Context: an optimization exercise on an open-source flow, tuned for small area. The choices shown serve that exercise and are no tape-out recipe. Function was checked by simulation only, so behaviour that the tests miss may differ from the original. No activity file was given, so power comes from the tool's default toggle rates.

$ cat config.mk
export PLATFORM = sky130hd
export DESIGN_NAME = mem_moc_responder
export DESIGN_NICKNAME = mem_moc_responder
export VERILOG_FILES = /design/flow/design.v
export SDC_FILE = /design/flow/constraint.sdc
export NUM_CORES = 4
export LEC_CHECK = 0
export CAP_MARGIN = 20
export CORE_MARGIN = 2
export CORE_UTILIZATION = 30
export PLACE_DENSITY = 0.45
export SLEW_MARGIN = 20
$ cat constraint.sdc
create_clock -name core_clock -period 10.0 [get_ports {Clk}]
set_input_delay 2.0000 -clock core_clock [delete_from_list [all_inputs] [get_ports {Clk}]]
set_output_delay 2.0000 -clock core_clock [all_outputs]
set_load 0.01 [all_outputs]
$ cat design.v
package mem_pkg;
    localparam logic [1:0] DT_BYTE = 2'b00;
    localparam logic [1:0] DT_HALF = 2'b01;
    localparam logic [1:0] DT_WORD = 2'b10;
    localparam logic [1:0] DT_RSVD = 2'b11;
    typedef enum logic [1:0] {
        StIdle = 2'd0,
        StBusy = 2'd1,
        StDone = 2'd2
    } state_t;
    function automatic logic [3:0] lane_mask(input logic [1:0] dt);
        logic [3:0] m;
        case (dt)
            DT_BYTE: m = 4'b0001;
            DT_HALF: m = 4'b0011;
            DT_WORD: m = 4'b1111;
            default: m = 4'b0000;
        endcase
        lane_mask = m;
    endfunction
    function automatic logic [31:0] extend_rd(input logic [31:0] raw, input logic [1:0] dt,
                                              input logic sext);
        logic [31:0] r;
        case (dt)
            DT_BYTE: r = {{24{sext & raw[7]}}, raw[7:0]};
            DT_HALF: r = {{16{sext & raw[15]}}, raw[15:0]};
            default: r = raw;
        endcase
        extend_rd = r;
    endfunction
endpackage
module mem_byte_array #(
    parameter int unsigned DEPTH = 256
) (
    input  logic                     Clk,
    input  logic [3:0]               we,
    input  logic [$clog2(DEPTH)-1:0] addr,
    input  logic [31:0]              wdata,
    output logic [31:0]              rdata
);
    localparam int unsigned AW = $clog2(DEPTH);
    logic [7:0]    mem [DEPTH];
    logic [AW-1:0] lane_addr [4];
    always_comb begin
        for (int k = 0; k < 4; k++) begin
            lane_addr[k] = addr + AW'(k);
        end
    end
    always_ff @(posedge Clk) begin
        for (int k = 0; k < 4; k++) begin
            if (we[k]) mem[lane_addr[k]] <= wdata[8*k +: 8];
        end
    end
    always_comb begin
        rdata = 32'd0;
        for (int k = 0; k < 4; k++) begin
            rdata[8*k +: 8] = mem[lane_addr[k]];
        end
    end
endmodule
module mem_moc_responder #(
    parameter int unsigned LATENCY = 2,
    parameter int unsigned DEPTH   = 64
) (
    input  logic                     Clk,
    input  logic                     Reset_n,
    input  logic                     MFA,
    input  logic                     RW,
    input  logic [1:0]               DataType,
    input  logic                     SignExt,
    input  logic [$clog2(DEPTH)-1:0] Address,
    input  logic [31:0]              DataIn,
    output logic [31:0]              DataOut,
    output logic                     MOC,
    output logic                     Err
);
    localparam int unsigned AW       = $clog2(DEPTH);
    localparam bit          ZeroLat  = (LATENCY == 0);
    localparam logic [3:0]  CntInit  = ZeroLat ? 4'd0 : 4'(LATENCY - 1);
    mem_pkg::state_t state_q;
    logic [3:0]    cnt_q;
    logic          rw_q, sext_q, flt_q;
    logic [1:0]    dt_q;
    logic [AW-1:0] addr_q;
    logic [31:0]   wdata_q;
    logic          moc_q, err_q;
    logic [31:0]   dout_q;
    logic          op_rw, op_sext, in_idle, access_go, fault, misaligned;
    logic [1:0]    op_dt;
    logic [AW-1:0] op_addr;
    logic [31:0]   op_wdata, rdata;
    logic [3:0]    we;
    always_comb begin
        in_idle  = (state_q == mem_pkg::StIdle);
        op_rw    = in_idle ? RW       : rw_q;
        op_dt    = in_idle ? DataType : dt_q;
        op_sext  = in_idle ? SignExt  : sext_q;
        op_addr  = in_idle ? Address  : addr_q;
        op_wdata = in_idle ? DataIn   : wdata_q;
        misaligned = 1'b0;
        fault     = (op_dt == mem_pkg::DT_RSVD) || misaligned;
        access_go = Reset_n && MFA &&
                    ((in_idle && ZeroLat) || ((state_q == mem_pkg::StBusy) && (cnt_q == 4'd0)));
        we        = (access_go && !op_rw && !fault) ? mem_pkg::lane_mask(op_dt) : 4'b0000;
    end
    mem_byte_array #(
        .DEPTH (DEPTH)
    ) u_array (
        .Clk   (Clk),
        .we    (we),
        .addr  (op_addr),
        .wdata (op_wdata),
        .rdata (rdata)
    );
    always_ff @(posedge Clk or negedge Reset_n) begin
        if (!Reset_n) begin
            state_q <= mem_pkg::StIdle;
            cnt_q   <= 4'd0;
            rw_q    <= 1'b0;
            dt_q    <= mem_pkg::DT_BYTE;
            sext_q  <= 1'b0;
            addr_q  <= '0;
            wdata_q <= 32'd0;
            flt_q   <= 1'b0;
            moc_q   <= 1'b0;
            err_q   <= 1'b0;
            dout_q  <= 32'd0;
        end else begin
            moc_q <= (state_q == mem_pkg::StDone) && MFA;
            err_q <= (state_q == mem_pkg::StDone) && MFA && flt_q;
            if (access_go && op_rw && !fault) dout_q <= mem_pkg::extend_rd(rdata, op_dt, op_sext);
            case (state_q)
                mem_pkg::StIdle: begin
                    if (MFA) begin
                        rw_q    <= RW;
                        dt_q    <= DataType;
                        sext_q  <= SignExt;
                        addr_q  <= Address;
                        wdata_q <= DataIn;
                        flt_q   <= fault;
                        cnt_q   <= CntInit;
                        state_q <= ZeroLat ? mem_pkg::StDone : mem_pkg::StBusy;
                    end
                end
                mem_pkg::StBusy: begin
                    if (!MFA) begin
                        state_q <= mem_pkg::StIdle;
                        cnt_q   <= 4'd0;
                    end else if (cnt_q == 4'd0) begin
                        state_q <= mem_pkg::StDone;
                    end else begin
                        cnt_q <= cnt_q - 4'd1;
                    end
                end
                mem_pkg::StDone: begin
                    if (!MFA) state_q <= mem_pkg::StIdle;
                end
                default: state_q <= mem_pkg::StIdle;
            endcase
        end
    end
    assign DataOut = dout_q;
    assign MOC     = moc_q;
    assign Err     = err_q;
endmodule
$ cat run.sh
#!/bin/bash
# synth_recipe.tcl (not shown) runs the flow's synth.tcl, then flattens the netlist and writes it again
# the make line also repeats each setting of config.mk as NAME=value (left out here)
make -C /OpenROAD-flow-scripts/flow DESIGN_CONFIG=/design/flow/config.mk WORK_HOME=/design/flow/orfs CLKGATE_MAP_FILE= SYNTH_SCRIPT=/design/flow/synth_recipe.tcl finish
==> impl_metrics.toml <==
[drt]
dr_wl_met2_um = 143000
drt_drc_violations_left = 0
routed_wl_um = 356000
vias = 59200
first_iter_violations = 10600
vias_per_cell = 7.00
wl_met3_um = 48300
met1_length_um = 137000
ant_nets = 0
top_layer = "met5"
dr.pass1.iters = 6
drt-wirelength-per-cell_um = 42.1

[status]
outcome = "complete, no violations"

[run]
maxCapViolCount = 0

[yosys]
syn_inst = 6364
synth.distinct_cells = 92
synthFlopType = "edfxtp_1"
synthArstFlopShare_pct = 13.9
synth_edf_count = 512
ys_ff_latch = 595
syn_avg_cell_area_sq_um = 8.28
synth_fp_nets = 6418
syn_area_sq_um = 52700
yosysWarningCount = 3
ys_seq_area_share_pct = 33.1

[setup_path]
reg2reg_slack_ns = 2.98
critPathMaxStageDelay_ns = 0.74
cp_slowest_cell = "buf_4"
path_class = "in -> reg"
crit_family = "buffers and inverters"
crit_arrival_ns = 8.10
end_kind = "flop"
cp_num_buf_inv = 4
crit_fanout = 53
cp.required_ns = 10.64
cpMostUsedCell = "buf_4"
path_cells = "clkdlybuf4s50_1, nor3b_2, nor2_4, buf_4, buf_4, buf_4, mux2i_1, a2111oi_0, o32a_1, o2111ai_1, o21a_1, o21a_1, a31oi_1"
critPathLaunchType = "primary input"

[power_and_ir_drop]
powerDensity_nw_per_um2 = 368
irDropWorstVdd_mv = 0.252
leakage_uw = 0.0215
power_uw = 21700

[final_layout]
fin_area_sq_um = 59000
final_layout_size_suffix_gt1_share_pct = 11.6
final_cell_mix = "nand2_1 (843), nor2_1 (747), a21oi_1 (730)"
syn_to_final_growth_pct = 11.9
num-nets-final = 6104
final_common_cell = "nand2_1"

[cts]
cts_sinks = 595
cts_hold_buf = 0
clock_path_buffers = 3
cts-resized-gates = 0
post-cts-setup-buffers = 0
cts_buffers = 81
cts_root_buf = "clkbuf_16"
htreeDepth = 3
clk_pin_slew_ns = 0.05
cts_tree = "built"
clock_latency_ns = 0.77

[floorplan]
dieArea_sq_um = 179000
initial_core_util_pct = 30.2
ios = 79
num_rows = 153
dieHeight_um = 423
die_w_um = 423
fp.coreArea_sq_um = 174000

[global_routing]
grt_pass1_wl_um = 472000
grt_pass1_vias = 52100
gr-total-overflow = 0
grt_util_all_layers_pct = 38.3
grt_start_max_net_pins = 128
antenna_found_initial = 33

[timing]
tightest_slew_ns = 1.30
fmax_mhz = 134
relSlewSlack_pct = 12.9
hold_viol_final = 0
grt_setup_unrepaired = "false"
period_needed_ns = 7.46
whs_ns = 0.475
period_share_pct = 74.6
fin_setup_tns_ns = 0
fin_skew_ns = 0.0456
setup_violations = 0
drv_slew = 0

[placement]
io_buffer_count = 78
place_congestion = 1.10
dpl_cell_area_sq_um = 56100
place_hpwl_um = 243000

[min_path]
min_path_type = "reg -> reg"
==> power breakdown <==
group / switching [uW] / total [uW] / internal [uW]
Combinational: 11200 / 15300 / 4100
Clock: 1290 / 3100 / 1820
Sequential: 206 / 3330 / 3130
Total: 12600 / 21700 / 9050
==> synth_stat cells, types with 10 or more instances <==
cell type	n	share of area [%]
a221oi_1	98	1.6
a31oi_1	75	0.89
buf_4	17	0.24
a2111oi_0	19	0.32
nand3_1	169	1.6
o2111ai_1	48	0.80
o21ai_0	95	0.90
buf_1	44	0.31
and3_1	74	0.88
a211oi_1	617	8.8
o211a_1	31	0.59
clkbuf_1	531	3.8
dfrtp_1	83	3.9
a21oi_1	731	6.9
a211o_1	16	0.27
o22ai_1	154	1.8
a22oi_1	26	0.37
mux2_2	51	1.1
and2_1	10	0.12
a21boi_0	16	0.23
mux2i_1	500	9.5
buf_2	119	1.1
a311oi_1	47	0.78
nor4_1	11	0.13
nand4_1	27	0.32
o221ai_1	20	0.33
nor2_1	784	5.6
nor3_1	133	1.3
inv_1	19	0.14
edfxtp_1	512	29
o211ai_1	85	1.2
nand2_1	865	6.2
o32ai_1	11	0.18
o31ai_1	11	0.16
o21a_1	17	0.24
mux4_2	119	5.1
==> kinds of logic after synthesis <==
family	Yosys count	synth area share, %
buf+inv	741	5.74
simple gates	2140	17.2
compound gates	2199	27.9
xor+xnor	10	0.195
fa+ha+maj	9	0.214
mux	670	15.7
flops	595	33.1
==> worst paths after layout <==
kind / cells past startpoint / end / startpoint
max in group asynchronous: 2 / dout_q[31] / Reset_n
max: 13 / dout_q[20] / Address[0]
min in group asynchronous: 1 / wdata_q[9] / Reset_n
max reg2reg: 12 / u_array.mem[9][2] / state_q[0]
min: 1 / err_q / flt_q
min reg2reg: 1 / err_q / flt_q
==> worst register-to-register path, cell delays in order (launching register included) <==
cell and delay (ns):
dfrtp_1 0.73, nor2_4 0.38, buf_4 0.68, mux2i_4 0.50
ha_2 0.28, a21boi_0 0.19, buf_4 0.18, o21ai_0 0.10
nand2_1 0.90, nand3_1 1.10, nor2_2 0.79, buf_4 0.32
or3_1 0.49
==> metrics by stage <==
| stage | cells | setup slack [ns] | utilization [%] |
|---|---|---|---|
| 2_1_floorplan | 6364 | 3.29 | - |
| 3_3_place_gp | 8290 | 2.04 | 32.2 |
| 3_5_place_dp | 8290 | 2.06 | 32.2 |
| 4_1_cts | 8437 | 2.83 | 33.8 |
| 5_1_grt | 8440 | 2.55 | 33.8 |
| 6_report | 8460 | 2.54 | 33.8 |
==> layer usage <==
metal,global-route usage (%),vias up
met2,53.2,4772
li1,-,23800
met3,12.9,1140
met1,50.1,29500
met4,24.9,32
met5,0,-
==> sequential cells by signal (all words and copies together) (netlist names) <==
register	flops
sext_q	1
rw_q	1
state_q	2
dout_q	32
cnt_q	4
u_array.mem	512
moc_q	1
wdata_q	32
err_q	1
dt_q	2
flt_q	1
addr_q	6
==> area by class of cell <==
class / count / area (sq um)
antenna: 21 / 52.6
clock buffer: 105 / 2250
clock inverter: 42 / 452
fill: 18100 / 115000
inverter: 26 / 110
multi-input combinational: 5028 / 33100
sequential: 595 / 17500
tap: 2325 / 2910
timing repair buffer: 318 / 2660

[re-timing with driven ports]
No port has a modelled driver above. Below, the same layout with a new extraction and two added sets of constraints.
Step 1: set_driving_cell puts a clkbuf_16 on Clk and a buf_2 on each other input, an assumption about the parent block.
Step 2 moves the port delays by t, midway between the first and last clock arrival at a register: inputs arrive t later, outputs are due t later. That takes back most of the time a late clock gives input paths.
Slacks: ideal / step 1 / step 2; pairs: ideal / step 1.
t (ns): 0.839
setup WS [ns]: 2.542 / 2.610 / 1.771
hold slack, ns: 0.475 / 0.475 / 0.475
worst setup path after step 2: input to register
worst data-port slew with drivers (ns): 0.06
After both steps this run still meets setup and hold. The setup slack of this run moves by +0.068 ns with the drivers and by -0.771 ns with both steps.
